Context: an optimization exercise on an open-source flow, tuned for small area. The choices shown serve that exercise and are no tape-out recipe.
The RTL was checked by simulation tests, not by an equivalence proof against the original design.
Power and IR drop assume default switching activity.

`flow/run.sh`:
```
#!/bin/bash
# synth_recipe.tcl (not shown) runs the flow's synth.tcl, then flattens the netlist and writes it again
# the make line also repeats each setting of config.mk as NAME=value (left out here)
make -C /OpenROAD-flow-scripts/flow DESIGN_CONFIG=/design/flow/config.mk WORK_HOME=/design/flow/orfs CLKGATE_MAP_FILE= SYNTH_SCRIPT=/design/flow/synth_recipe.tcl finish
```
`flow/design.v`:
```
package gauss_pkg;
  typedef logic [8-1:0] pixel_t;
  typedef logic signed [18-1:0] coeff_t;
  typedef logic signed [8+18-1:0] product_t;
  typedef logic signed [48-1:0] sum_t;
endpackage
`timescale 1ns/100ps
module gauss_filter_top
(
  input  logic   clk,
  input  logic   rst,
  input  gauss_pkg::pixel_t pa,
  input  gauss_pkg::pixel_t pb,
  input  gauss_pkg::pixel_t pc,
  input  gauss_pkg::pixel_t pd,
  input  gauss_pkg::pixel_t pe,
  output gauss_pkg::pixel_t p_out
);
  logic rst_d;                              
  logic s0;
  logic c1;
  logic s2;
  logic c3;
  logic s4;
  logic c5;
  logic s6;
  logic c7;
  logic s8;
  logic c9;
  logic s10;
  logic c11;
  logic s12;
  logic c13;
  logic s14;
  logic c15;
  logic s16;
  logic c17;
  logic s18;
  logic c19;
  logic s20;
  logic c21;
  logic s22;
  logic c23;
  logic s24;
  logic c25;
  logic s26;
  logic c27;
  logic s28;
  logic c29;
  logic s30;
  logic c31;
  logic s32;
  logic c33;
  logic s34;
  logic c35;
  logic s36;
  logic c37;
  logic s38;
  logic c39;
  logic s40;
  logic c41;
  logic s42;
  logic c43;
  logic s44;
  logic c45;
  logic s46;
  logic c47;
  logic s48;
  logic c49;
  logic s50;
  logic c51;
  logic o52;
  logic o53;
  logic s54;
  logic c55;
  logic s56;
  logic c57;
  logic s58;
  logic c59;
  logic s60;
  logic c61;
  logic s62;
  logic c63;
  logic s64;
  logic c65;
  logic s66;
  logic c67;
  logic s68;
  logic c69;
  logic s70;
  logic c71;
  logic s72;
  logic c73;
  logic s74;
  logic c75;
  logic s76;
  logic c77;
  logic s78;
  logic c79;
  logic [12:0] xv0;
  logic [12:0] xv0_d;
  logic xv0_c9;
  logic s80;
  logic c81;
  logic s82;
  logic c83;
  logic s84;
  logic c85;
  logic s86;
  logic c87;
  logic s88;
  logic c89;
  logic s90;
  logic c91;
  logic s92;
  logic c93;
  logic s94;
  logic c95;
  logic [8:0] xb;
  logic [8:0] xb_d;
  logic [7:0] xc;
  logic [7:0] xc_d;
  logic [12:0] r1;
  logic [12:0] r1_d;
  logic r1_c9;
  logic s96;
  logic c97;
  logic s98;
  logic c99;
  logic s100;
  logic c101;
  logic s102;
  logic c103;
  logic s104;
  logic c105;
  logic s106;
  logic c107;
  logic s108;
  logic c109;
  logic s110;
  logic c111;
  logic s112;
  logic c113;
  logic s114;
  logic c115;
  logic s116;
  logic c117;
  logic s118;
  logic c119;
  logic s120;
  logic c121;
  logic s122;
  logic c123;
  logic s124;
  logic c125;
  logic s126;
  logic c127;
  logic s128;
  logic c129;
  logic s130;
  logic c131;
  logic s132;
  logic c133;
  logic s134;
  logic c135;
  logic s136;
  logic c137;
  logic s138;
  logic c139;
  logic s140;
  logic c141;
  logic s142;
  logic c143;
  logic s144;
  logic c145;
  logic [14:0] r2p;
  logic [14:0] r2p_d;
  logic r2p_c11;
  logic s146;
  logic c147;
  logic s148;
  logic c149;
  logic s150;
  logic c151;
  logic s152;
  logic c153;
  logic s154;
  logic c155;
  logic s156;
  logic c157;
  logic s158;
  logic c159;
  logic s160;
  logic c161;
  logic s162;
  logic c163;
  logic s164;
  logic c165;
  logic s166;
  logic c167;
  logic s168;
  logic c169;
  logic s170;
  logic c171;
  logic s172;
  logic c173;
  logic s174;
  logic c175;
  logic s176;
  logic c177;
  logic s178;
  logic c179;
  logic [10:0] r2q;
  logic [10:0] r2q_d;
  logic s180;
  logic c181;
  logic s182;
  logic c183;
  logic s184;
  logic c185;
  logic s186;
  logic c187;
  logic s188;
  logic c189;
  logic s190;
  logic c191;
  logic s192;
  logic c193;
  logic s194;
  logic c195;
  logic s196;
  logic c197;
  logic s198;
  logic c199;
  logic s200;
  logic c201;
  logic s202;
  logic c203;
  logic s204;
  logic c205;
  logic s206;
  logic c207;
  logic s208;
  logic c209;
  logic s210;
  logic c211;
  logic s212;
  logic c213;
  logic s214;
  logic c215;
  logic s216;
  logic c217;
  logic s218;
  logic c219;
  logic s220;
  logic c221;
  logic s222;
  logic c223;
  logic s224;
  logic c225;
  logic s226;
  logic c227;
  logic s228;
  logic c229;
  logic s230;
  logic c231;
  logic s232;
  logic c233;
  logic s234;
  logic c235;
  logic s236;
  logic c237;
  logic s238;
  logic c239;
  logic s240;
  logic c241;
  logic s242;
  logic c243;
  logic s244;
  logic c245;
  logic s246;
  logic c247;
  logic o248;
  logic o249;
  logic s250;
  logic c251;
  logic o252;
  logic o253;
  logic s254;
  logic c255;
  logic s256;
  logic c257;
  logic s258;
  logic c259;
  logic s260;
  logic c261;
  logic s262;
  logic c263;
  logic s264;
  logic c265;
  logic s266;
  logic c267;
  logic s268;
  logic c269;
  logic s270;
  logic c271;
  logic s272;
  logic c273;
  logic s274;
  logic c275;
  logic s276;
  logic c277;
  logic s278;
  logic c279;
  logic o280;
  logic o281;
  logic [15:0] r3p;
  logic [15:0] r3p_d;
  logic r3p_c12;
  logic s282;
  logic c283;
  logic s284;
  logic c285;
  logic s286;
  logic c287;
  logic s288;
  logic c289;
  logic s290;
  logic c291;
  logic s292;
  logic c293;
  logic s294;
  logic c295;
  logic s296;
  logic c297;
  logic s298;
  logic c299;
  logic s300;
  logic c301;
  logic s302;
  logic c303;
  logic s304;
  logic c305;
  logic s306;
  logic c307;
  logic s308;
  logic c309;
  logic s310;
  logic c311;
  logic s312;
  logic c313;
  logic s314;
  logic c315;
  logic s316;
  logic c317;
  logic s318;
  logic c319;
  logic s320;
  logic c321;
  logic s322;
  logic c323;
  logic s324;
  logic c325;
  logic s326;
  logic c327;
  logic s328;
  logic c329;
  logic s330;
  logic c331;
  logic s332;
  logic c333;
  logic s334;
  logic c335;
  logic n336;
  logic [12:0] r3q;
  logic [12:0] r3q_d;
  logic r3q_c11;
  logic s337;
  logic c338;
  logic s339;
  logic c340;
  logic s341;
  logic c342;
  logic s343;
  logic c344;
  logic s345;
  logic c346;
  logic s347;
  logic c348;
  logic s349;
  logic c350;
  logic s351;
  logic c352;
  logic s353;
  logic c354;
  logic s355;
  logic c356;
  logic s357;
  logic c358;
  logic s359;
  logic c360;
  logic s361;
  logic c362;
  logic o363;
  logic o364;
  logic s365;
  logic c366;
  logic s367;
  logic c368;
  logic s369;
  logic c370;
  logic s371;
  logic c372;
  logic s373;
  logic c374;
  logic s375;
  logic c376;
  logic s377;
  logic c378;
  logic s379;
  logic c380;
  logic s381;
  logic c382;
  logic s383;
  logic c384;
  logic s385;
  logic c386;
  logic s387;
  logic c388;
  logic [16:0] r4p;
  logic [16:0] r4p_d;
  logic r4p_c13;
  logic o389;
  logic o390;
  logic o391;
  logic o392;
  logic s393;
  logic c394;
  logic s395;
  logic c396;
  logic s397;
  logic c398;
  logic s399;
  logic c400;
  logic s401;
  logic c402;
  logic s403;
  logic c404;
  logic s405;
  logic c406;
  logic s407;
  logic c408;
  logic s409;
  logic c410;
  logic s411;
  logic c412;
  logic s413;
  logic c414;
  logic s415;
  logic c416;
  logic s417;
  logic c418;
  logic s419;
  logic c420;
  logic s421;
  logic c422;
  logic s423;
  logic c424;
  logic s425;
  logic c426;
  logic s427;
  logic c428;
  logic s429;
  logic c430;
  logic s431;
  logic c432;
  logic s433;
  logic c434;
  logic s435;
  logic c436;
  logic [7:0] r4q;
  logic [7:0] r4q_d;
  logic r4q_c5;
  logic s437;
  logic c438;
  logic o439;
  logic o440;
  logic s441;
  logic c442;
  logic s443;
  logic c444;
  logic s445;
  logic c446;
  logic s447;
  logic c448;
  logic s449;
  logic c450;
  logic s451;
  logic c452;
  logic s453;
  logic c454;
  logic s455;
  logic c456;
  logic s457;
  logic c458;
  logic s459;
  logic c460;
  logic s461;
  logic c462;
  logic s463;
  logic c464;
  logic s465;
  logic c466;
  logic s467;
  logic c468;
  logic s469;
  logic c470;
  logic s471;
  logic c472;
  logic o473;
  logic o474;
  logic s475;
  logic c476;
  logic s477;
  logic c478;
  logic s479;
  logic c480;
  logic s481;
  logic c482;
  logic s483;
  logic c484;
  logic s485;
  logic c486;
  logic s487;
  logic c488;
  logic s489;
  logic c490;
  logic s491;
  logic c492;
  logic o493;
  logic o494;
  logic s495;
  logic c496;
  logic s497;
  logic c498;
  logic s499;
  logic c500;
  logic s501;
  logic c502;
  logic s503;
  logic c504;
  logic o505;
  logic o506;
  logic s507;
  logic c508;
  logic s509;
  logic c510;
  logic s511;
  logic c512;
  logic s513;
  logic c514;
  logic s515;
  logic c516;
  logic s517;
  logic c518;
  logic s519;
  logic c520;
  logic s521;
  logic c522;
  logic s523;
  logic c524;
  logic s525;
  logic c526;
  logic s527;
  logic c528;
  logic s529;
  logic c530;
  logic o531;
  logic o532;
  logic x533;
  logic s534;
  logic c535;
  logic x536;
  logic s537;
  logic c538;
  logic x539;
  logic s540;
  logic c541;
  logic x542;
  logic s543;
  logic c544;
  logic p545;
  logic s546;
  logic c547;
  logic s548;
  logic c549;
  logic s550;
  logic c551;
  logic s552;
  logic c553;
  logic s554;
  logic c555;
  logic s556;
  logic c557;
  logic s558;
  logic c559;
  logic s560;
  logic c561;
  logic [7:0] f1;
  logic [7:0] f1_d;
  logic f1_c0;
  logic f1_g1;
  logic f1_p2;
  logic ci562;
  logic s563;
  logic c564;
  logic s565;
  logic c566;
  logic s567;
  logic c568;
  logic s569;
  logic c570;
  logic s571;
  logic c572;
  logic s573;
  logic c574;
  logic s575;
  logic c576;
  logic s577;
  logic c578;
  logic [7:0] res;
  gauss_fa u_s0 (.a(pa[0]), .b(pe[0]), .ci(~pc[0]), .s(s0), .co(c1));
  gauss_fa u_s2 (.a(pa[1]), .b(pe[1]), .ci(~pc[1]), .s(s2), .co(c3));
  gauss_fa u_s4 (.a(pa[2]), .b(pe[2]), .ci(pb[0]), .s(s4), .co(c5));
  gauss_fa u_s6 (.a(pd[0]), .b(~pc[2]), .ci(c3), .s(s6), .co(c7));
  gauss_fa u_s8 (.a(pa[3]), .b(pe[3]), .ci(pb[1]), .s(s8), .co(c9));
  gauss_fa u_s10 (.a(pd[1]), .b(pc[0]), .ci(~pc[3]), .s(s10), .co(c11));
  gauss_fa u_s12 (.a(c5), .b(s8), .ci(s10), .s(s12), .co(c13));
  gauss_fa u_s14 (.a(pa[4]), .b(pe[4]), .ci(pb[2]), .s(s14), .co(c15));
  gauss_fa u_s16 (.a(pd[2]), .b(pc[1]), .ci(~pc[4]), .s(s16), .co(c17));
  gauss_fa u_s18 (.a(c9), .b(c11), .ci(s14), .s(s18), .co(c19));
  gauss_fa u_s20 (.a(s16), .b(s18), .ci(c13), .s(s20), .co(c21));
  gauss_fa u_s22 (.a(pa[5]), .b(pe[5]), .ci(pb[3]), .s(s22), .co(c23));
  gauss_fa u_s24 (.a(pd[3]), .b(pc[2]), .ci(~pc[5]), .s(s24), .co(c25));
  gauss_fa u_s26 (.a(c15), .b(c17), .ci(s22), .s(s26), .co(c27));
  gauss_fa u_s28 (.a(s24), .b(c19), .ci(s26), .s(s28), .co(c29));
  gauss_fa u_s30 (.a(pa[6]), .b(pe[6]), .ci(pb[4]), .s(s30), .co(c31));
  gauss_fa u_s32 (.a(pd[4]), .b(pc[3]), .ci(~pc[6]), .s(s32), .co(c33));
  gauss_fa u_s34 (.a(c23), .b(c25), .ci(s30), .s(s34), .co(c35));
  gauss_fa u_s36 (.a(s32), .b(c27), .ci(s34), .s(s36), .co(c37));
  gauss_fa u_s38 (.a(pa[7]), .b(pe[7]), .ci(pb[5]), .s(s38), .co(c39));
  gauss_fa u_s40 (.a(pd[5]), .b(pc[4]), .ci(~pc[7]), .s(s40), .co(c41));
  gauss_fa u_s42 (.a(c31), .b(c33), .ci(s38), .s(s42), .co(c43));
  gauss_fa u_s44 (.a(s40), .b(c35), .ci(s42), .s(s44), .co(c45));
  gauss_fa u_s46 (.a(pb[6]), .b(pd[6]), .ci(pc[5]), .s(s46), .co(c47));
  gauss_fa u_s48 (.a(c39), .b(c41), .ci(s46), .s(s48), .co(c49));
  gauss_fa u_s50 (.a(c43), .b(s48), .ci(c45), .s(s50), .co(c51));
  gauss_xnor u_o52 (.a(pb[7]), .b(pd[7]), .o(o52));
  gauss_or u_o53 (.a(pb[7]), .b(pd[7]), .o(o53));
  gauss_fa u_s54 (.a(pc[6]), .b(o52), .ci(c47), .s(s54), .co(c55));
  gauss_fa u_s56 (.a(c49), .b(s54), .ci(c51), .s(s56), .co(c57));
  gauss_fa u_s58 (.a(pc[7]), .b(o53), .ci(c55), .s(s58), .co(c59));
  gauss_ha u_s60 (.a(c1), .b(s2), .s(s60), .co(c61));
  gauss_fa u_s62 (.a(s4), .b(s6), .ci(c61), .s(s62), .co(c63));
  gauss_fa u_s64 (.a(c7), .b(s12), .ci(c63), .s(s64), .co(c65));
  gauss_ha u_s66 (.a(s20), .b(c65), .s(s66), .co(c67));
  gauss_fa u_s68 (.a(c21), .b(s28), .ci(c67), .s(s68), .co(c69));
  gauss_fa u_s70 (.a(c29), .b(s36), .ci(c69), .s(s70), .co(c71));
  gauss_fa u_s72 (.a(c37), .b(s44), .ci(c71), .s(s72), .co(c73));
  gauss_ha u_s74 (.a(s50), .b(c73), .s(s74), .co(c75));
  gauss_ha u_s76 (.a(c57), .b(s58), .s(s76), .co(c77));
  gauss_ha u_s78 (.a(c59), .b(c77), .s(s78), .co(c79));
  assign xv0_d[0] = s0;
  assign xv0_d[1] = s60;
  assign xv0_d[2] = s62;
  assign xv0_d[3] = s64;
  assign xv0_d[4] = s66;
  assign xv0_d[5] = s68;
  assign xv0_d[6] = s70;
  assign xv0_d[7] = s72;
  assign xv0_d[8] = s74;
  assign xv0_d[9] = s56;
  assign xv0_d[10] = s76;
  assign xv0_d[11] = s78;
  assign xv0_d[12] = c79;
  gauss_ha u_s80 (.a(pb[0]), .b(pd[0]), .s(s80), .co(c81));
  gauss_fa u_s82 (.a(pb[1]), .b(pd[1]), .ci(c81), .s(s82), .co(c83));
  gauss_fa u_s84 (.a(pb[2]), .b(pd[2]), .ci(c83), .s(s84), .co(c85));
  gauss_fa u_s86 (.a(pb[3]), .b(pd[3]), .ci(c85), .s(s86), .co(c87));
  gauss_fa u_s88 (.a(pb[4]), .b(pd[4]), .ci(c87), .s(s88), .co(c89));
  gauss_fa u_s90 (.a(pb[5]), .b(pd[5]), .ci(c89), .s(s90), .co(c91));
  gauss_fa u_s92 (.a(pb[6]), .b(pd[6]), .ci(c91), .s(s92), .co(c93));
  gauss_fa u_s94 (.a(pb[7]), .b(pd[7]), .ci(c93), .s(s94), .co(c95));
  assign xb_d[0] = s80;
  assign xb_d[1] = s82;
  assign xb_d[2] = s84;
  assign xb_d[3] = s86;
  assign xb_d[4] = s88;
  assign xb_d[5] = s90;
  assign xb_d[6] = s92;
  assign xb_d[7] = s94;
  assign xb_d[8] = c95;
  assign xc_d[0] = pc[0];
  assign xc_d[1] = pc[1];
  assign xc_d[2] = pc[2];
  assign xc_d[3] = pc[3];
  assign xc_d[4] = pc[4];
  assign xc_d[5] = pc[5];
  assign xc_d[6] = pc[6];
  assign xc_d[7] = pc[7];
  assign r1_d[0] = xv0[0];
  assign r1_d[1] = xv0[1];
  assign r1_d[2] = xv0[2];
  assign r1_d[3] = xv0[3];
  assign r1_d[4] = xv0[4];
  assign r1_d[5] = xv0[5];
  assign r1_d[6] = xv0[6];
  assign r1_d[7] = xv0[7];
  assign r1_d[8] = xv0[8];
  assign r1_d[9] = xv0[9];
  assign r1_d[10] = xv0[10];
  assign r1_d[11] = xv0[11];
  assign r1_d[12] = xv0[12];
  gauss_fa u_s96 (.a(r1[2]), .b(xv0[0]), .ci(~xc[1]), .s(s96), .co(c97));
  gauss_fa u_s98 (.a(r1[3]), .b(xv0[1]), .ci(~xc[2]), .s(s98), .co(c99));
  gauss_fa u_s100 (.a(r1[4]), .b(xv0[2]), .ci(~xc[3]), .s(s100), .co(c101));
  gauss_fa u_s102 (.a(r1[5]), .b(xv0[3]), .ci(~xc[4]), .s(s102), .co(c103));
  gauss_fa u_s104 (.a(r1[6]), .b(xv0[4]), .ci(~xc[5]), .s(s104), .co(c105));
  gauss_fa u_s106 (.a(r1[7]), .b(xv0[5]), .ci(~xc[6]), .s(s106), .co(c107));
  gauss_fa u_s108 (.a(r1[8]), .b(xv0[6]), .ci(~xc[7]), .s(s108), .co(c109));
  gauss_fa u_s110 (.a(r1[9]), .b(r1_c9), .ci(xv0[7]), .s(s110), .co(c111));
  gauss_fa u_s112 (.a(r1[10]), .b(xv0[8]), .ci(c111), .s(s112), .co(c113));
  gauss_fa u_s114 (.a(r1[11]), .b(xv0[9]), .ci(xv0_c9), .s(s114), .co(c115));
  gauss_fa u_s116 (.a(r1[12]), .b(xv0[10]), .ci(c115), .s(s116), .co(c117));
  gauss_ha u_s118 (.a(r1[1]), .b(~xc[0]), .s(s118), .co(c119));
  gauss_ha u_s120 (.a(s96), .b(c119), .s(s120), .co(c121));
  gauss_fa u_s122 (.a(c97), .b(s98), .ci(c121), .s(s122), .co(c123));
  gauss_fa u_s124 (.a(c99), .b(s100), .ci(c123), .s(s124), .co(c125));
  gauss_fa u_s126 (.a(c101), .b(s102), .ci(c125), .s(s126), .co(c127));
  gauss_fa u_s128 (.a(c103), .b(s104), .ci(c127), .s(s128), .co(c129));
  gauss_fa u_s130 (.a(c105), .b(s106), .ci(c129), .s(s130), .co(c131));
  gauss_fa u_s132 (.a(c107), .b(s108), .ci(c131), .s(s132), .co(c133));
  gauss_fa u_s134 (.a(c109), .b(s110), .ci(c133), .s(s134), .co(c135));
  gauss_ha u_s136 (.a(s112), .b(c135), .s(s136), .co(c137));
  gauss_ha u_s138 (.a(c113), .b(s114), .s(s138), .co(c139));
  gauss_ha u_s140 (.a(s116), .b(c139), .s(s140), .co(c141));
  gauss_fa u_s142 (.a(xv0[11]), .b(c117), .ci(c141), .s(s142), .co(c143));
  assign s144 = xv0[12] ^ c143;
  assign r2p_d[0] = r1[0];
  assign r2p_d[1] = s118;
  assign r2p_d[2] = s120;
  assign r2p_d[3] = s122;
  assign r2p_d[4] = s124;
  assign r2p_d[5] = s126;
  assign r2p_d[6] = s128;
  assign r2p_d[7] = s130;
  assign r2p_d[8] = s132;
  assign r2p_d[9] = s134;
  assign r2p_d[10] = s136;
  assign r2p_d[11] = s138;
  assign r2p_d[12] = s140;
  assign r2p_d[13] = s142;
  assign r2p_d[14] = s144;
  gauss_fa u_s146 (.a(xb[2]), .b(xc[0]), .ci(~xc[2]), .s(s146), .co(c147));
  gauss_fa u_s148 (.a(xb[3]), .b(xc[1]), .ci(~xc[3]), .s(s148), .co(c149));
  gauss_fa u_s150 (.a(xb[4]), .b(xc[2]), .ci(~xc[4]), .s(s150), .co(c151));
  gauss_fa u_s152 (.a(xb[5]), .b(xc[3]), .ci(~xc[5]), .s(s152), .co(c153));
  gauss_fa u_s154 (.a(xb[6]), .b(xc[4]), .ci(~xc[6]), .s(s154), .co(c155));
  gauss_fa u_s156 (.a(xb[7]), .b(xc[5]), .ci(~xc[7]), .s(s156), .co(c157));
  gauss_fa u_s158 (.a(xb[8]), .b(xc[6]), .ci(c157), .s(s158), .co(c159));
  gauss_ha u_s160 (.a(xb[0]), .b(~xc[0]), .s(s160), .co(c161));
  gauss_fa u_s162 (.a(xb[1]), .b(~xc[1]), .ci(c161), .s(s162), .co(c163));
  gauss_ha u_s164 (.a(s146), .b(c163), .s(s164), .co(c165));
  gauss_fa u_s166 (.a(c147), .b(s148), .ci(c165), .s(s166), .co(c167));
  gauss_fa u_s168 (.a(c149), .b(s150), .ci(c167), .s(s168), .co(c169));
  gauss_fa u_s170 (.a(c151), .b(s152), .ci(c169), .s(s170), .co(c171));
  gauss_fa u_s172 (.a(c153), .b(s154), .ci(c171), .s(s172), .co(c173));
  gauss_fa u_s174 (.a(c155), .b(s156), .ci(c173), .s(s174), .co(c175));
  gauss_ha u_s176 (.a(s158), .b(c175), .s(s176), .co(c177));
  gauss_fa u_s178 (.a(xc[7]), .b(c159), .ci(c177), .s(s178), .co(c179));
  assign r2q_d[0] = s160;
  assign r2q_d[1] = s162;
  assign r2q_d[2] = s164;
  assign r2q_d[3] = s166;
  assign r2q_d[4] = s168;
  assign r2q_d[5] = s170;
  assign r2q_d[6] = s172;
  assign r2q_d[7] = s174;
  assign r2q_d[8] = s176;
  assign r2q_d[9] = s178;
  assign r2q_d[10] = c179;
  gauss_fa u_s180 (.a(r2p[1]), .b(~xv0[1]), .ci(~xb[0]), .s(s180), .co(c181));
  gauss_fa u_s182 (.a(r2p[2]), .b(~xv0[2]), .ci(~xb[1]), .s(s182), .co(c183));
  gauss_fa u_s184 (.a(r2p[3]), .b(xv0[0]), .ci(~xv0[3]), .s(s184), .co(c185));
  gauss_fa u_s186 (.a(~xb[2]), .b(~xc[0]), .ci(c183), .s(s186), .co(c187));
  gauss_fa u_s188 (.a(r2p[4]), .b(xv0[1]), .ci(~xv0[4]), .s(s188), .co(c189));
  gauss_fa u_s190 (.a(~xb[3]), .b(~xc[1]), .ci(c185), .s(s190), .co(c191));
  gauss_fa u_s192 (.a(s188), .b(c187), .ci(s190), .s(s192), .co(c193));
  gauss_fa u_s194 (.a(r2p[5]), .b(xv0[2]), .ci(~xv0[5]), .s(s194), .co(c195));
  gauss_fa u_s196 (.a(~xb[4]), .b(~xc[2]), .ci(c189), .s(s196), .co(c197));
  gauss_fa u_s198 (.a(s194), .b(c191), .ci(s196), .s(s198), .co(c199));
  gauss_fa u_s200 (.a(r2p[6]), .b(xv0[3]), .ci(~xv0[6]), .s(s200), .co(c201));
  gauss_fa u_s202 (.a(~xb[5]), .b(~xc[3]), .ci(c195), .s(s202), .co(c203));
  gauss_fa u_s204 (.a(s200), .b(c197), .ci(s202), .s(s204), .co(c205));
  gauss_fa u_s206 (.a(r2p[7]), .b(xv0[4]), .ci(~xv0[7]), .s(s206), .co(c207));
  gauss_fa u_s208 (.a(~xb[6]), .b(~xc[4]), .ci(c201), .s(s208), .co(c209));
  gauss_fa u_s210 (.a(s206), .b(c203), .ci(s208), .s(s210), .co(c211));
  gauss_fa u_s212 (.a(r2p[8]), .b(xv0[5]), .ci(~xv0[8]), .s(s212), .co(c213));
  gauss_fa u_s214 (.a(~xb[7]), .b(~xc[5]), .ci(c207), .s(s214), .co(c215));
  gauss_fa u_s216 (.a(s212), .b(c209), .ci(s214), .s(s216), .co(c217));
  gauss_fa u_s218 (.a(r2p[9]), .b(xv0[6]), .ci(~xv0[9]), .s(s218), .co(c219));
  gauss_fa u_s220 (.a(~xv0_c9), .b(~xb[8]), .ci(~xc[6]), .s(s220), .co(c221));
  gauss_fa u_s222 (.a(c213), .b(s218), .ci(s220), .s(s222), .co(c223));
  gauss_fa u_s224 (.a(c215), .b(s222), .ci(c217), .s(s224), .co(c225));
  gauss_fa u_s226 (.a(r2p[10]), .b(xv0[7]), .ci(~xv0[10]), .s(s226), .co(c227));
  gauss_fa u_s228 (.a(~xc[7]), .b(c219), .ci(c221), .s(s228), .co(c229));
  gauss_fa u_s230 (.a(s226), .b(c223), .ci(s228), .s(s230), .co(c231));
  gauss_fa u_s232 (.a(r2p[11]), .b(r2p_c11), .ci(xv0[8]), .s(s232), .co(c233));
  gauss_fa u_s234 (.a(~xv0[11]), .b(c227), .ci(s232), .s(s234), .co(c235));
  gauss_fa u_s236 (.a(c229), .b(s234), .ci(c231), .s(s236), .co(c237));
  gauss_fa u_s238 (.a(r2p[12]), .b(xv0[9]), .ci(xv0_c9), .s(s238), .co(c239));
  gauss_fa u_s240 (.a(~xv0[12]), .b(c233), .ci(s238), .s(s240), .co(c241));
  gauss_fa u_s242 (.a(c235), .b(s240), .ci(c237), .s(s242), .co(c243));
  gauss_fa u_s244 (.a(r2p[13]), .b(xv0[10]), .ci(c239), .s(s244), .co(c245));
  gauss_fa u_s246 (.a(c241), .b(s244), .ci(c243), .s(s246), .co(c247));
  gauss_xnor u_o248 (.a(r2p[14]), .b(xv0[11]), .o(o248));
  gauss_or u_o249 (.a(r2p[14]), .b(xv0[11]), .o(o249));
  gauss_fa u_s250 (.a(o248), .b(c245), .ci(c247), .s(s250), .co(c251));
  gauss_xnor u_o252 (.a(xv0[12]), .b(o249), .o(o252));
  gauss_or u_o253 (.a(xv0[12]), .b(o249), .o(o253));
  gauss_ha u_s254 (.a(r2p[0]), .b(~xv0[0]), .s(s254), .co(c255));
  gauss_ha u_s256 (.a(s180), .b(c255), .s(s256), .co(c257));
  gauss_fa u_s258 (.a(c181), .b(s182), .ci(c257), .s(s258), .co(c259));
  gauss_fa u_s260 (.a(s184), .b(s186), .ci(c259), .s(s260), .co(c261));
  gauss_ha u_s262 (.a(s192), .b(c261), .s(s262), .co(c263));
  gauss_fa u_s264 (.a(c193), .b(s198), .ci(c263), .s(s264), .co(c265));
  gauss_fa u_s266 (.a(c199), .b(s204), .ci(c265), .s(s266), .co(c267));
  gauss_fa u_s268 (.a(c205), .b(s210), .ci(c267), .s(s268), .co(c269));
  gauss_fa u_s270 (.a(c211), .b(s216), .ci(c269), .s(s270), .co(c271));
  gauss_ha u_s272 (.a(s224), .b(c271), .s(s272), .co(c273));
  gauss_fa u_s274 (.a(c225), .b(s230), .ci(c273), .s(s274), .co(c275));
  gauss_ha u_s276 (.a(s236), .b(c275), .s(s276), .co(c277));
  gauss_ha u_s278 (.a(c251), .b(o252), .s(s278), .co(c279));
  assign r3p_d[0] = s254;
  assign r3p_d[1] = s256;
  assign r3p_d[2] = s258;
  assign r3p_d[3] = s260;
  assign r3p_d[4] = s262;
  assign r3p_d[5] = s264;
  assign r3p_d[6] = s266;
  assign r3p_d[7] = s268;
  assign r3p_d[8] = s270;
  assign r3p_d[9] = s272;
  assign r3p_d[10] = s274;
  assign r3p_d[11] = s276;
  assign r3p_d[12] = s242;
  assign r3p_d[13] = s246;
  assign r3p_d[14] = s250;
  assign r3p_d[15] = s278;
  gauss_fa u_s282 (.a(r2q[2]), .b(xb[0]), .ci(xc[0]), .s(s282), .co(c283));
  gauss_fa u_s284 (.a(r2q[3]), .b(xb[1]), .ci(xc[1]), .s(s284), .co(c285));
  gauss_fa u_s286 (.a(~xb[3]), .b(c283), .ci(s284), .s(s286), .co(c287));
  gauss_fa u_s288 (.a(r2q[4]), .b(xb[2]), .ci(xc[2]), .s(s288), .co(c289));
  gauss_fa u_s290 (.a(~xb[4]), .b(c285), .ci(s288), .s(s290), .co(c291));
  gauss_fa u_s292 (.a(r2q[5]), .b(xb[3]), .ci(xc[3]), .s(s292), .co(c293));
  gauss_fa u_s294 (.a(~xb[5]), .b(c289), .ci(s292), .s(s294), .co(c295));
  gauss_fa u_s296 (.a(r2q[6]), .b(xb[4]), .ci(xc[4]), .s(s296), .co(c297));
  gauss_fa u_s298 (.a(~xb[6]), .b(c293), .ci(s296), .s(s298), .co(c299));
  gauss_fa u_s300 (.a(r2q[7]), .b(xb[5]), .ci(xc[5]), .s(s300), .co(c301));
  gauss_fa u_s302 (.a(~xb[7]), .b(c297), .ci(s300), .s(s302), .co(c303));
  gauss_fa u_s304 (.a(r2q[8]), .b(xb[6]), .ci(xc[6]), .s(s304), .co(c305));
  gauss_fa u_s306 (.a(~xb[8]), .b(c301), .ci(s304), .s(s306), .co(c307));
  gauss_fa u_s308 (.a(r2q[9]), .b(xb[7]), .ci(xc[7]), .s(s308), .co(c309));
  gauss_fa u_s310 (.a(c305), .b(s308), .ci(c307), .s(s310), .co(c311));
  gauss_fa u_s312 (.a(r2q[10]), .b(xb[8]), .ci(c309), .s(s312), .co(c313));
  gauss_ha u_s314 (.a(r2q[0]), .b(~xb[0]), .s(s314), .co(c315));
  gauss_fa u_s316 (.a(r2q[1]), .b(~xb[1]), .ci(c315), .s(s316), .co(c317));
  gauss_fa u_s318 (.a(~xb[2]), .b(s282), .ci(c317), .s(s318), .co(c319));
  gauss_ha u_s320 (.a(s286), .b(c319), .s(s320), .co(c321));
  gauss_fa u_s322 (.a(c287), .b(s290), .ci(c321), .s(s322), .co(c323));
  gauss_fa u_s324 (.a(c291), .b(s294), .ci(c323), .s(s324), .co(c325));
  gauss_fa u_s326 (.a(c295), .b(s298), .ci(c325), .s(s326), .co(c327));
  gauss_fa u_s328 (.a(c299), .b(s302), .ci(c327), .s(s328), .co(c329));
  gauss_fa u_s330 (.a(c303), .b(s306), .ci(c329), .s(s330), .co(c331));
  gauss_ha u_s332 (.a(s310), .b(c331), .s(s332), .co(c333));
  gauss_fa u_s334 (.a(c311), .b(s312), .ci(c333), .s(s334), .co(c335));
  assign n336 = ~c313;
  assign r3q_d[0] = s314;
  assign r3q_d[1] = s316;
  assign r3q_d[2] = s318;
  assign r3q_d[3] = s320;
  assign r3q_d[4] = s322;
  assign r3q_d[5] = s324;
  assign r3q_d[6] = s326;
  assign r3q_d[7] = s328;
  assign r3q_d[8] = s330;
  assign r3q_d[9] = s332;
  assign r3q_d[10] = s334;
  assign r3q_d[11] = n336;
  assign r3q_d[12] = c313;
  gauss_fa u_s337 (.a(r3p[2]), .b(xv0[0]), .ci(~xc[1]), .s(s337), .co(c338));
  gauss_fa u_s339 (.a(r3p[3]), .b(xv0[1]), .ci(~xc[2]), .s(s339), .co(c340));
  gauss_fa u_s341 (.a(r3p[4]), .b(xv0[2]), .ci(~xc[3]), .s(s341), .co(c342));
  gauss_fa u_s343 (.a(r3p[5]), .b(xv0[3]), .ci(~xc[4]), .s(s343), .co(c344));
  gauss_fa u_s345 (.a(r3p[6]), .b(xv0[4]), .ci(~xc[5]), .s(s345), .co(c346));
  gauss_fa u_s347 (.a(r3p[7]), .b(xv0[5]), .ci(~xc[6]), .s(s347), .co(c348));
  gauss_fa u_s349 (.a(r3p[8]), .b(xv0[6]), .ci(~xc[7]), .s(s349), .co(c350));
  gauss_fa u_s351 (.a(r3p[9]), .b(xv0[7]), .ci(c350), .s(s351), .co(c352));
  gauss_fa u_s353 (.a(r3p[10]), .b(xv0[8]), .ci(c352), .s(s353), .co(c354));
  gauss_fa u_s355 (.a(r3p[11]), .b(xv0[9]), .ci(xv0_c9), .s(s355), .co(c356));
  gauss_fa u_s357 (.a(r3p[12]), .b(r3p_c12), .ci(xv0[10]), .s(s357), .co(c358));
  gauss_fa u_s359 (.a(r3p[13]), .b(xv0[11]), .ci(c358), .s(s359), .co(c360));
  gauss_fa u_s361 (.a(r3p[14]), .b(xv0[12]), .ci(c360), .s(s361), .co(c362));
  gauss_xnor u_o363 (.a(r3p[15]), .b(c362), .o(o363));
  gauss_or u_o364 (.a(r3p[15]), .b(c362), .o(o364));
  gauss_ha u_s365 (.a(r3p[1]), .b(~xc[0]), .s(s365), .co(c366));
  gauss_ha u_s367 (.a(s337), .b(c366), .s(s367), .co(c368));
  gauss_fa u_s369 (.a(c338), .b(s339), .ci(c368), .s(s369), .co(c370));
  gauss_fa u_s371 (.a(c340), .b(s341), .ci(c370), .s(s371), .co(c372));
  gauss_fa u_s373 (.a(c342), .b(s343), .ci(c372), .s(s373), .co(c374));
  gauss_fa u_s375 (.a(c344), .b(s345), .ci(c374), .s(s375), .co(c376));
  gauss_fa u_s377 (.a(c346), .b(s347), .ci(c376), .s(s377), .co(c378));
  gauss_fa u_s379 (.a(c348), .b(s349), .ci(c378), .s(s379), .co(c380));
  gauss_ha u_s381 (.a(s351), .b(c380), .s(s381), .co(c382));
  gauss_ha u_s383 (.a(s353), .b(c382), .s(s383), .co(c384));
  gauss_fa u_s385 (.a(c354), .b(s355), .ci(c384), .s(s385), .co(c386));
  gauss_fa u_s387 (.a(c356), .b(s357), .ci(c386), .s(s387), .co(c388));
  assign r4p_d[0] = r3p[0];
  assign r4p_d[1] = s365;
  assign r4p_d[2] = s367;
  assign r4p_d[3] = s369;
  assign r4p_d[4] = s371;
  assign r4p_d[5] = s373;
  assign r4p_d[6] = s375;
  assign r4p_d[7] = s377;
  assign r4p_d[8] = s379;
  assign r4p_d[9] = s381;
  assign r4p_d[10] = s383;
  assign r4p_d[11] = s385;
  assign r4p_d[12] = s387;
  assign r4p_d[13] = s359;
  assign r4p_d[14] = s361;
  assign r4p_d[15] = o363;
  assign r4p_d[16] = o364;
  gauss_xnor u_o389 (.a(r3q[0]), .b(xb[0]), .o(o389));
  gauss_or u_o390 (.a(r3q[0]), .b(xb[0]), .o(o390));
  gauss_xnor u_o391 (.a(r3q[1]), .b(xb[1]), .o(o391));
  gauss_or u_o392 (.a(r3q[1]), .b(xb[1]), .o(o392));
  gauss_fa u_s393 (.a(~xc[1]), .b(o391), .ci(o390), .s(s393), .co(c394));
  gauss_fa u_s395 (.a(r3q[2]), .b(o392), .ci(s146), .s(s395), .co(c396));
  gauss_fa u_s397 (.a(r3q[3]), .b(c147), .ci(s148), .s(s397), .co(c398));
  gauss_fa u_s399 (.a(r3q[4]), .b(c149), .ci(s150), .s(s399), .co(c400));
  gauss_fa u_s401 (.a(r3q[5]), .b(c151), .ci(s152), .s(s401), .co(c402));
  gauss_fa u_s403 (.a(r3q[6]), .b(c153), .ci(s154), .s(s403), .co(c404));
  gauss_fa u_s405 (.a(r3q[7]), .b(c155), .ci(s156), .s(s405), .co(c406));
  gauss_fa u_s407 (.a(r3q[8]), .b(s158), .ci(c406), .s(s407), .co(c408));
  gauss_fa u_s409 (.a(r3q[9]), .b(xc[7]), .ci(c159), .s(s409), .co(c410));
  assign c412 = ~xc[0] & o389;
  assign c414 = s393 & c412;
  gauss_maj u_s415 (.a(c394), .b(s395), .ci(c414), .o(c416));
  gauss_maj u_s417 (.a(c396), .b(s397), .ci(c416), .o(c418));
  gauss_maj u_s419 (.a(c398), .b(s399), .ci(c418), .o(c420));
  gauss_fa u_s421 (.a(c400), .b(s401), .ci(c420), .s(s421), .co(c422));
  gauss_fa u_s423 (.a(c402), .b(s403), .ci(c422), .s(s423), .co(c424));
  gauss_fa u_s425 (.a(c404), .b(s405), .ci(c424), .s(s425), .co(c426));
  gauss_ha u_s427 (.a(s407), .b(c426), .s(s427), .co(c428));
  gauss_fa u_s429 (.a(c408), .b(s409), .ci(c428), .s(s429), .co(c430));
  gauss_ha u_s431 (.a(r3q[10]), .b(c410), .s(s431), .co(c432));
  gauss_fa u_s433 (.a(r3q[11]), .b(r3q_c11), .ci(c432), .s(s433), .co(c434));
  assign s435 = r3q[12] ^ c434;
  assign r4q_d[0] = s421;
  assign r4q_d[1] = s423;
  assign r4q_d[2] = s425;
  assign r4q_d[3] = s427;
  assign r4q_d[4] = s429;
  assign r4q_d[5] = s431;
  assign r4q_d[6] = s433;
  assign r4q_d[7] = s435;
  gauss_maj u_s437 (.a(r4q[0]), .b(~r4p[0]), .ci(~xv0[0]), .o(c438));
  gauss_xnor u_o439 (.a(r4q[1]), .b(~r4p[1]), .o(o439));
  gauss_or u_o440 (.a(r4q[1]), .b(~r4p[1]), .o(o440));
  gauss_maj u_s441 (.a(~xv0[1]), .b(o439), .ci(c438), .o(c442));
  gauss_fa u_s443 (.a(r4q[2]), .b(~r4p[2]), .ci(~xv0[2]), .s(s443), .co(c444));
  gauss_maj u_s445 (.a(o440), .b(s443), .ci(c442), .o(c446));
  gauss_fa u_s447 (.a(r4q[3]), .b(~r4p[3]), .ci(~xv0[3]), .s(s447), .co(c448));
  gauss_maj u_s449 (.a(c444), .b(s447), .ci(c446), .o(c450));
  gauss_fa u_s451 (.a(r4p[0]), .b(xv0[0]), .ci(r4q[4]), .s(s451), .co(c452));
  gauss_fa u_s453 (.a(~r4p[4]), .b(~xv0[4]), .ci(s451), .s(s453), .co(c454));
  gauss_maj u_s455 (.a(c448), .b(s453), .ci(c450), .o(c456));
  gauss_fa u_s457 (.a(r4p[1]), .b(xv0[1]), .ci(r4q[5]), .s(s457), .co(c458));
  gauss_fa u_s459 (.a(r4q_c5), .b(~r4p[5]), .ci(~xv0[5]), .s(s459), .co(c460));
  gauss_fa u_s461 (.a(c452), .b(s457), .ci(s459), .s(s461), .co(c462));
  gauss_maj u_s463 (.a(c454), .b(s461), .ci(c456), .o(c464));
  gauss_fa u_s465 (.a(r4p[2]), .b(xv0[2]), .ci(r4q[6]), .s(s465), .co(c466));
  gauss_fa u_s467 (.a(~r4p[6]), .b(~xv0[6]), .ci(c458), .s(s467), .co(c468));
  gauss_fa u_s469 (.a(s465), .b(c460), .ci(s467), .s(s469), .co(c470));
  gauss_maj u_s471 (.a(c462), .b(s469), .ci(c464), .o(c472));
  gauss_xnor u_o473 (.a(r4p[3]), .b(xv0[3]), .o(o473));
  gauss_or u_o474 (.a(r4p[3]), .b(xv0[3]), .o(o474));
  gauss_fa u_s475 (.a(r4q[7]), .b(~r4p[7]), .ci(~xv0[7]), .s(s475), .co(c476));
  gauss_fa u_s477 (.a(o473), .b(c466), .ci(s475), .s(s477), .co(c478));
  gauss_fa u_s479 (.a(c468), .b(s477), .ci(c470), .s(s479), .co(c480));
  gauss_fa u_s481 (.a(r4p[4]), .b(xv0[4]), .ci(~r4p[8]), .s(s481), .co(c482));
  gauss_fa u_s483 (.a(~xv0[8]), .b(o474), .ci(c476), .s(s483), .co(c484));
  gauss_fa u_s485 (.a(s481), .b(c478), .ci(s483), .s(s485), .co(c486));
  gauss_fa u_s487 (.a(r4p[5]), .b(xv0[5]), .ci(~r4p[9]), .s(s487), .co(c488));
  gauss_fa u_s489 (.a(~xv0[9]), .b(~xv0_c9), .ci(c482), .s(s489), .co(c490));
  gauss_fa u_s491 (.a(s487), .b(c484), .ci(s489), .s(s491), .co(c492));
  gauss_xnor u_o493 (.a(r4p[6]), .b(xv0[6]), .o(o493));
  gauss_or u_o494 (.a(r4p[6]), .b(xv0[6]), .o(o494));
  gauss_fa u_s495 (.a(~r4p[10]), .b(~xv0[10]), .ci(o493), .s(s495), .co(c496));
  gauss_fa u_s497 (.a(c488), .b(s495), .ci(c490), .s(s497), .co(c498));
  gauss_fa u_s499 (.a(r4p[7]), .b(xv0[7]), .ci(~r4p[11]), .s(s499), .co(c500));
  gauss_fa u_s501 (.a(~xv0[11]), .b(o494), .ci(s499), .s(s501), .co(c502));
  gauss_fa u_s503 (.a(c496), .b(s501), .ci(c498), .s(s503), .co(c504));
  gauss_xnor u_o505 (.a(r4p[8]), .b(xv0[8]), .o(o505));
  gauss_or u_o506 (.a(r4p[8]), .b(xv0[8]), .o(o506));
  gauss_fa u_s507 (.a(~r4p[12]), .b(~xv0[12]), .ci(o505), .s(s507), .co(c508));
  gauss_fa u_s509 (.a(c500), .b(s507), .ci(c502), .s(s509), .co(c510));
  gauss_fa u_s511 (.a(r4p[9]), .b(xv0[9]), .ci(xv0_c9), .s(s511), .co(c512));
  gauss_fa u_s513 (.a(~r4p[13]), .b(~r4p_c13), .ci(o506), .s(s513), .co(c514));
  gauss_fa u_s515 (.a(s511), .b(c508), .ci(s513), .s(s515), .co(c516));
  gauss_fa u_s517 (.a(r4p[10]), .b(xv0[10]), .ci(~r4p[14]), .s(s517), .co(c518));
  gauss_fa u_s519 (.a(c512), .b(s517), .ci(c514), .s(s519), .co(c520));
  gauss_fa u_s521 (.a(r4p[11]), .b(xv0[11]), .ci(~r4p[15]), .s(s521), .co(c522));
  gauss_fa u_s523 (.a(c518), .b(s521), .ci(c520), .s(s523), .co(c524));
  gauss_fa u_s525 (.a(r4p[12]), .b(xv0[12]), .ci(~r4p[16]), .s(s525), .co(c526));
  gauss_fa u_s527 (.a(c522), .b(s525), .ci(c524), .s(s527), .co(c528));
  gauss_fa u_s529 (.a(r4p[13]), .b(r4p_c13), .ci(c526), .s(s529), .co(c530));
  gauss_xnor u_o531 (.a(r4p[14]), .b(c530), .o(o531));
  gauss_or u_o532 (.a(r4p[14]), .b(c530), .o(o532));
  assign x533 = c472 ^ s479;
  assign c535 = c472 & s479;
  assign x536 = c480 ^ s485;
  gauss_maj u_s537 (.a(c480), .b(s485), .ci(c535), .o(c538));
  assign x539 = c486 ^ s491;
  gauss_maj u_s540 (.a(c486), .b(s491), .ci(c538), .o(c541));
  assign x542 = c492 ^ s497;
  gauss_maj u_s543 (.a(c492), .b(s497), .ci(c541), .o(c544));
  assign p545 = s503;
  gauss_ha u_s546 (.a(c504), .b(s509), .s(s546), .co(c547));
  gauss_fa u_s548 (.a(c510), .b(s515), .ci(c547), .s(s548), .co(c549));
  gauss_fa u_s550 (.a(c516), .b(s519), .ci(c549), .s(s550), .co(c551));
  gauss_ha u_s552 (.a(s523), .b(c551), .s(s552), .co(c553));
  gauss_ha u_s554 (.a(s527), .b(c553), .s(s554), .co(c555));
  gauss_fa u_s556 (.a(c528), .b(s529), .ci(c555), .s(s556), .co(c557));
  gauss_ha u_s558 (.a(o531), .b(c557), .s(s558), .co(c559));
  gauss_fa u_s560 (.a(r4p[15]), .b(o532), .ci(c559), .s(s560), .co(c561));
  assign f1_d[0] = s546;
  assign f1_d[1] = s548;
  assign f1_d[2] = s550;
  assign f1_d[3] = s552;
  assign f1_d[4] = s554;
  assign f1_d[5] = s556;
  assign f1_d[6] = s558;
  assign f1_d[7] = s560;
  assign ci562 = (f1_g1 | (f1_p2 & f1_c0));
  gauss_ha u_s563 (.a(f1[0]), .b(ci562), .s(s563), .co(c564));
  gauss_ha u_s565 (.a(f1[1]), .b(c564), .s(s565), .co(c566));
  gauss_ha u_s567 (.a(f1[2]), .b(c566), .s(s567), .co(c568));
  gauss_ha u_s569 (.a(f1[3]), .b(c568), .s(s569), .co(c570));
  gauss_ha u_s571 (.a(f1[4]), .b(c570), .s(s571), .co(c572));
  gauss_ha u_s573 (.a(f1[5]), .b(c572), .s(s573), .co(c574));
  gauss_ha u_s575 (.a(f1[6]), .b(c574), .s(s575), .co(c576));
  assign s577 = f1[7] ^ c576;
  assign res[0] = s563;
  assign res[1] = s565;
  assign res[2] = s567;
  assign res[3] = s569;
  assign res[4] = s571;
  assign res[5] = s573;
  assign res[6] = s575;
  assign res[7] = s577;
  always_ff @(posedge clk) begin
    if (rst) begin
      xv0 <= 13'd767;
      xv0_c9 <= 1'd0;
      xb <= 9'd0;
      xc <= 8'd0;
      r3p <= 16'd5095;
      r3p_c12 <= 1'd0;
    end else begin
      xv0 <= xv0_d;
      xv0_c9 <= c75;
      xb <= xb_d;
      xc <= xc_d;
      r3p <= r3p_d;
      r3p_c12 <= c277;
    end
  end
  always_ff @(posedge clk) begin
    if (rst | rst_d) begin
      r2p <= 15'd4345;
      r2p_c11 <= 1'd0;
      r3q <= 13'd2814;
      r3q_c11 <= 1'd0;
    end else begin
      r2p <= r2p_d;
      r2p_c11 <= c137;
      r3q <= r3q_d;
      r3q_c11 <= c335;
    end
  end
  always_ff @(posedge clk) begin
    r1 <= r1_d;
    r1_c9 <= xv0_c9;
    r2q <= r2q_d;
    r4p <= r4p_d;
    r4p_c13 <= c388;
    r4q <= r4q_d;
    r4q_c5 <= c430;
    f1 <= f1_d;
    f1_c0 <= c544;
    f1_g1 <= 1'b0;
    f1_p2 <= p545;
  end
  always_ff @(posedge clk) begin
    rst_d <= rst;
  end
  localparam int ODLY = 20;
  logic [7:0] dly [ODLY+1];
  always_ff @(posedge clk) begin
    dly[0] <= res;
    for (int i = 1; i <= ODLY; i++) begin
      dly[i] <= dly[i-1];
    end
  end
  logic [4:0] since_rst;
  always_ff @(posedge clk) begin
    if (rst) begin
      since_rst <= '0;
    end else if (since_rst != 5'd23) begin
      since_rst <= since_rst + 5'd1;
    end
  end
  assign p_out = (since_rst == 5'd23) ? dly[ODLY] : '0;
endmodule
module gauss_fa (input logic a, b, ci, output logic s, co);
  assign s  = a ^ b ^ ci;
  assign co = (a & b) | (a & ci) | (b & ci);
endmodule
module gauss_ha (input logic a, b, output logic s, co);
  assign s  = a ^ b;
  assign co = a & b;
endmodule
module gauss_maj (input logic a, b, ci, output logic o);
  assign o = (a & b) | (a & ci) | (b & ci);
endmodule
module gauss_xnor (input logic a, b, output logic o);
  assign o = ~(a ^ b);
endmodule
module gauss_or (input logic a, b, output logic o);
  assign o = a | b;
endmodule
```
`flow/constraint.sdc`:
```
create_clock -name core_clock -period 5.0 [get_ports {clk}]
set_input_delay 1.0000 -clock core_clock [delete_from_list [all_inputs] [get_ports {clk}]]
set_output_delay 1.0000 -clock core_clock [all_outputs]
set_load 0.01 [all_outputs]
```
`flow/config.mk`:
```
export PLATFORM = sky130hd
export DESIGN_NAME = gauss_filter_top
export DESIGN_NICKNAME = gauss_filter_top
export VERILOG_FILES = /design/flow/design.v
export SDC_FILE = /design/flow/constraint.sdc
export NUM_CORES = 4
export LEC_CHECK = 0
export CAP_MARGIN = 20
export CORE_MARGIN = 2
export CORE_UTILIZATION = 70
export CTS_BUF_LIST = sky130_fd_sc_hd__clkbuf_8
export CTS_CLUSTER_DIAMETER = 60
export CTS_CLUSTER_SIZE = 16
export GPL_TIMING_DRIVEN = 0
export PLACE_DENSITY = 0.8
export SLEW_MARGIN = 20
export SYNTH_HIERARCHICAL = 1
```
==> notes.md <==
-- synthesized netlist by cell type (all sizes together) --
cell	n
a31oi	1
o21bai	1
ha	41
inv	58
nand3	2
and4b	1
dfxtp	314
nor2b	22
xnor2	12
maj3	13
or2	28
nor3	2
fa	215
or3	15
xor2	5
nand2b	1
and3	1
nor2	12
clkbuf	7
buf	3
and2	23
mux2i	1
-- repair_timing --
item | in CTS | in global routing
resized for setup | 5 | 11
buffers inserted | 1 | 2
setup endpoints to repair | 4 | 3
-- kinds of logic after synthesis --
logic type | count (synthesis)
multiplexers | 1
buffers and inverters | 68
AND/OR/NAND/NOR | 107
AO/OA/AOI/OAI | 2
adder cells (fa/ha/maj) | 269
XOR/XNOR | 17
flip-flops | 314
-- modules after synthesis, one instance, submodules excluded --
| module | copies in the design | cell area [sq um] | flip-flops and latches |
|---|---|---|---|
| gauss_or | 10 | 6.26 | 0 |
| gauss_maj | 13 | 11.3 | 0 |
| gauss_fa | 215 | 20.0 | 0 |
| gauss_ha | 40 | 12.5 | 0 |
| gauss_xnor | 11 | 8.76 | 0 |
| gauss_filter_top | 1 | 7230 | 314 |
-- registers in the layout (all words and copies together), names as in the netlist, 9 cells and up --
| signal | flops |
|---|---|
| r3q | 13 |
| r3p | 16 |
| dly | 168 |
| r2p | 15 |
| r1 | 13 |
| r2q | 11 |
| xv0 | 13 |
| r4p | 17 |
| xb | 9 |
-- critical path, cell delays in order (launching register included) --
cell and delay [ns]:
dfxtp_4 0.39, clkinvlp_4 0.13, fa_1 0.44, ha_1 0.23
fa_1 0.38, fa_1 0.39, fa_1 0.39, fa_1 0.40
fa_2 0.36, fa_1 0.38, ha_1 0.20, ha_1 0.20
fa_1 0.38, fa_1 0.44
-- power groups by stage --
stage / Clock [mW] / Combinational (mW) / Sequential (mW)
floorplan: 0 / 3.49 / 4.12
global placement: 0 / 4.34 / 4.28
detailed placement: 0 / 4.69 / 4.34
CTS: 1.20 / 4.75 / 4.29
global route: 1.28 / 5.52 / 4.39
finish: 1.16 / 4.64 / 4.26
-- per-stage QoR --
| step | TNS (ns) | power [mW] | worst slack (ns) |
|---|---|---|---|
| 6_report | 0 | 10.1 | 0.171 |
| 5_1_grt | 0 | 11.2 | 0.0321 |
| 4_1_cts | 0 | 10.2 | 0.0436 |
| 3_5_place_dp | -0.655 | 9.03 | -0.228 |
| 3_3_place_gp | -0.488 | 8.62 | -0.227 |
| 2_1_floorplan | 0 | 7.61 | 0.278 |
-- metal layers --
layer  wire, microns  vias to the layer above
met3             735                       33
met1            7840                     2831
li1                -                     2505
met4             413                        0
met2           10100                       90
met5               0                        -
-- layout make-up --
cell class | instances | share of cell area
buffer | 10 | 0.00352
clock buffer | 24 | 0.0244
clock inverter | 3 | 0.00148
inverter | 58 | 0.0164
multi-input combinational | 396 | 0.429
sequential | 314 | 0.467
tap | 225 | 0.0208
timing repair buffer | 52 | 0.0380
-- placed cells by master (no fill, tap or decap), drive strengths merged --
master           n
dfxtp          314
fa             215
inv             59
clkdlybuf4s50   49
ha              41
clkbuf          31
or2             28
and2            23
nor2b           22
or3             15
maj3            13
nor2            12
xnor2           12
buf              6
xor2             5
nand3            2
nor3             2
and4b            1
and3             1
clkinvlp         1
nand2b           1
o21bai           1
a31oi            1
mux2i            1
clkinv           1
-- final timing paths --
check | startpoint | end | slack [ns] | cells after the start
worst max-delay path | xc[1] | r4p[12] | 0.17 | 13
worst min-delay path | dly[14][3] | dly[15][3] | 0.32 | 0
worst max register to register | xc[1] | r4p[12] | 0.17 | 13
worst min register to register | dly[14][3] | dly[15][3] | 0.32 | 0
==> key figures <==
Status
  – Status: finished clean

Synthesis
  – Sequential area share after synthesis: 0.510
  – Unique masters post-synth: 25
  – Gate count after technology mapping: 778
  – Syn nets: 1,076
  – Mapped cell area: 12,300 sq um
  – Synthesis-stage register bit count: 314
  – Mux share of post-synthesis cell area: 0.000811
  – Post-Synth XOR/XNOR Area: 0.0127
  – Post-synthesis adder-cell area fraction: 0.402
  – Area leader, netlist: dfxtp_1
  – Post-synthesis simple-gate area fraction: 0.0520
  – YS warnings: 8
  – Largest family of logic cells by synthesized area: adder cells
  – Synth Area in Compound Gates: 0.00112
  – Synth top area cells: dfxtp_1 51%, fa_1 35%, ha_1 4.2%
  – Syn Area/Cell: 15.9 sq um
  – Post-synth top area share: 0.510

Floorplanning
  – Initial core utilization: 0.716
  – Core Footprint: 17,200 sq um
  – Die height: 137 microns
  – Row cnt: 48
  – Chip Width: 137 microns
  – Top Ports: 50
  – DIE AREA: 18,700 sq um

Clocking
  – H-tree levels: 1
  – Post-CTS Hold Buffers: 0
  – Clock Tree Buf Depth: 3
  – CTS Root Cell: clkbuf_8
  – TritonCTS clock tree: built
  – Clk slew on worst S/H paths: 0.10 ns
  – Clock Latency Late Sink: 0.55 ns
  – Num CTS Buffers: 23
  – TritonCTS Sinks: 314

Finish
  – Util after Layout: 0.784
  – Finished Layout Cells: 1,082
  – Design area: 13,500 sq um
  – Area grow syn2layout: 9.51%
  – Final nets: 1,153
  – Reg area: 6310 sq um
  – Multi-input gate area: 5790 sq um
  – Share of layout cells above drive strength 1: 0.0898
  – Fill cell count: 939
  – Ant diodes: 0

Timing
  – Rel. slew slack: 0.524
  – Unrepaired setup endpoints after global routing: no
  – Fin crit share: 0.966
  – Fin crit period: 4.83 ns
  – Worst Tran Pin Value: 0.714 ns
  – FMAX: 0.207 GHz
  – Final setup fails: 0
  – Hold WS: 0.325 ns
  – Max-slew violation count: 0
  – Final Hold Vio Count: 0
  – Skew final: 0.00856 ns

Setup path
  – CP arrival: 5.26 ns
  – Worst Setup Path Type: flip-flop to flip-flop
  – Startpoint Class: flip-flop
  – Critical path peak fanout: 3
  – Crit end category: flip-flop
  – Worst Path Required: 5.43 ns

Drt
  – Drc violations: 0
  – DRT iter0 DRCs: 195
  – Vias: 5,459
  – DR WL/cell: 17.7 microns
  – Final wirelength: 19,100 microns
  – Drt via density: 5.05
  – TritonRoute pass-1 iters: 4
  – Post-DRT Antenna Nets: 0

Pwr
  – Seq pwr share: 0.423
  – Sw Ratio: 0.344
  – P_leak: 5.51 nW
  – Sw power: 3.46 mW
  – Pwr/cell area: 744 nW/um^2
  – Logic pwr share: 0.462
  – Worst vdd ir: 0.677 mV
  – Clock network power share: 0.115
  – Int Pwr: 6.59 mW

Placed design
  – Port bufs: 49
  – Post-place instance area: 13,100 sq um
  – Dpl hpwl: 15,600 microns
  – Placed instance count: 1,052
  – RePlAce Congestion: 0.813

Global routing
  – Met2 Usage GRT: 0.417
  – First-pass GRT wire length: 33,200 microns
  – M1 GR Usage: 0.308
  – Total GRT Usage: 0.238
  – Gr ovfl total: 0
  – Top Usage Layer GRT: met2
  – Met3 usage in global routing: 0.0433
  – Initial antenna violation count: 0
  – Largest net degree at the start of global routing: 17
  – Vias in the first global route: 6,479

Job
  – Max cap viols: 0

Worst hold path
  – Tightest Hold Check Type: flip-flop to flip-flop

==> what the ideal ports hide <==
In the flow no input, the clock included, has a driving cell. The finished layout below was timed again as built, in two steps. Step 1 assumes that a clkbuf_16 drives the clock port and a buf_2 every other input. Step 2, shift: input delay + t, output delay - t, t = (earliest + latest rising clock arrival at the registers) / 2. This alone moves slack from input paths to output paths. Three values: ideal ports, drivers, drivers and shift; two values: the first two.
shift t [ns]: 0.585
setup slack, ns: 0.171 / 0.171 / -0.194
worst data-port slew with drivers (ns): 0.04
pins driven straight from the clock port: 1
With both steps, setup timing fails in this run, where it was met with ideal ports. The setup slack of this run moves by 0.000 ns with the drivers and by -0.365 ns with both steps.
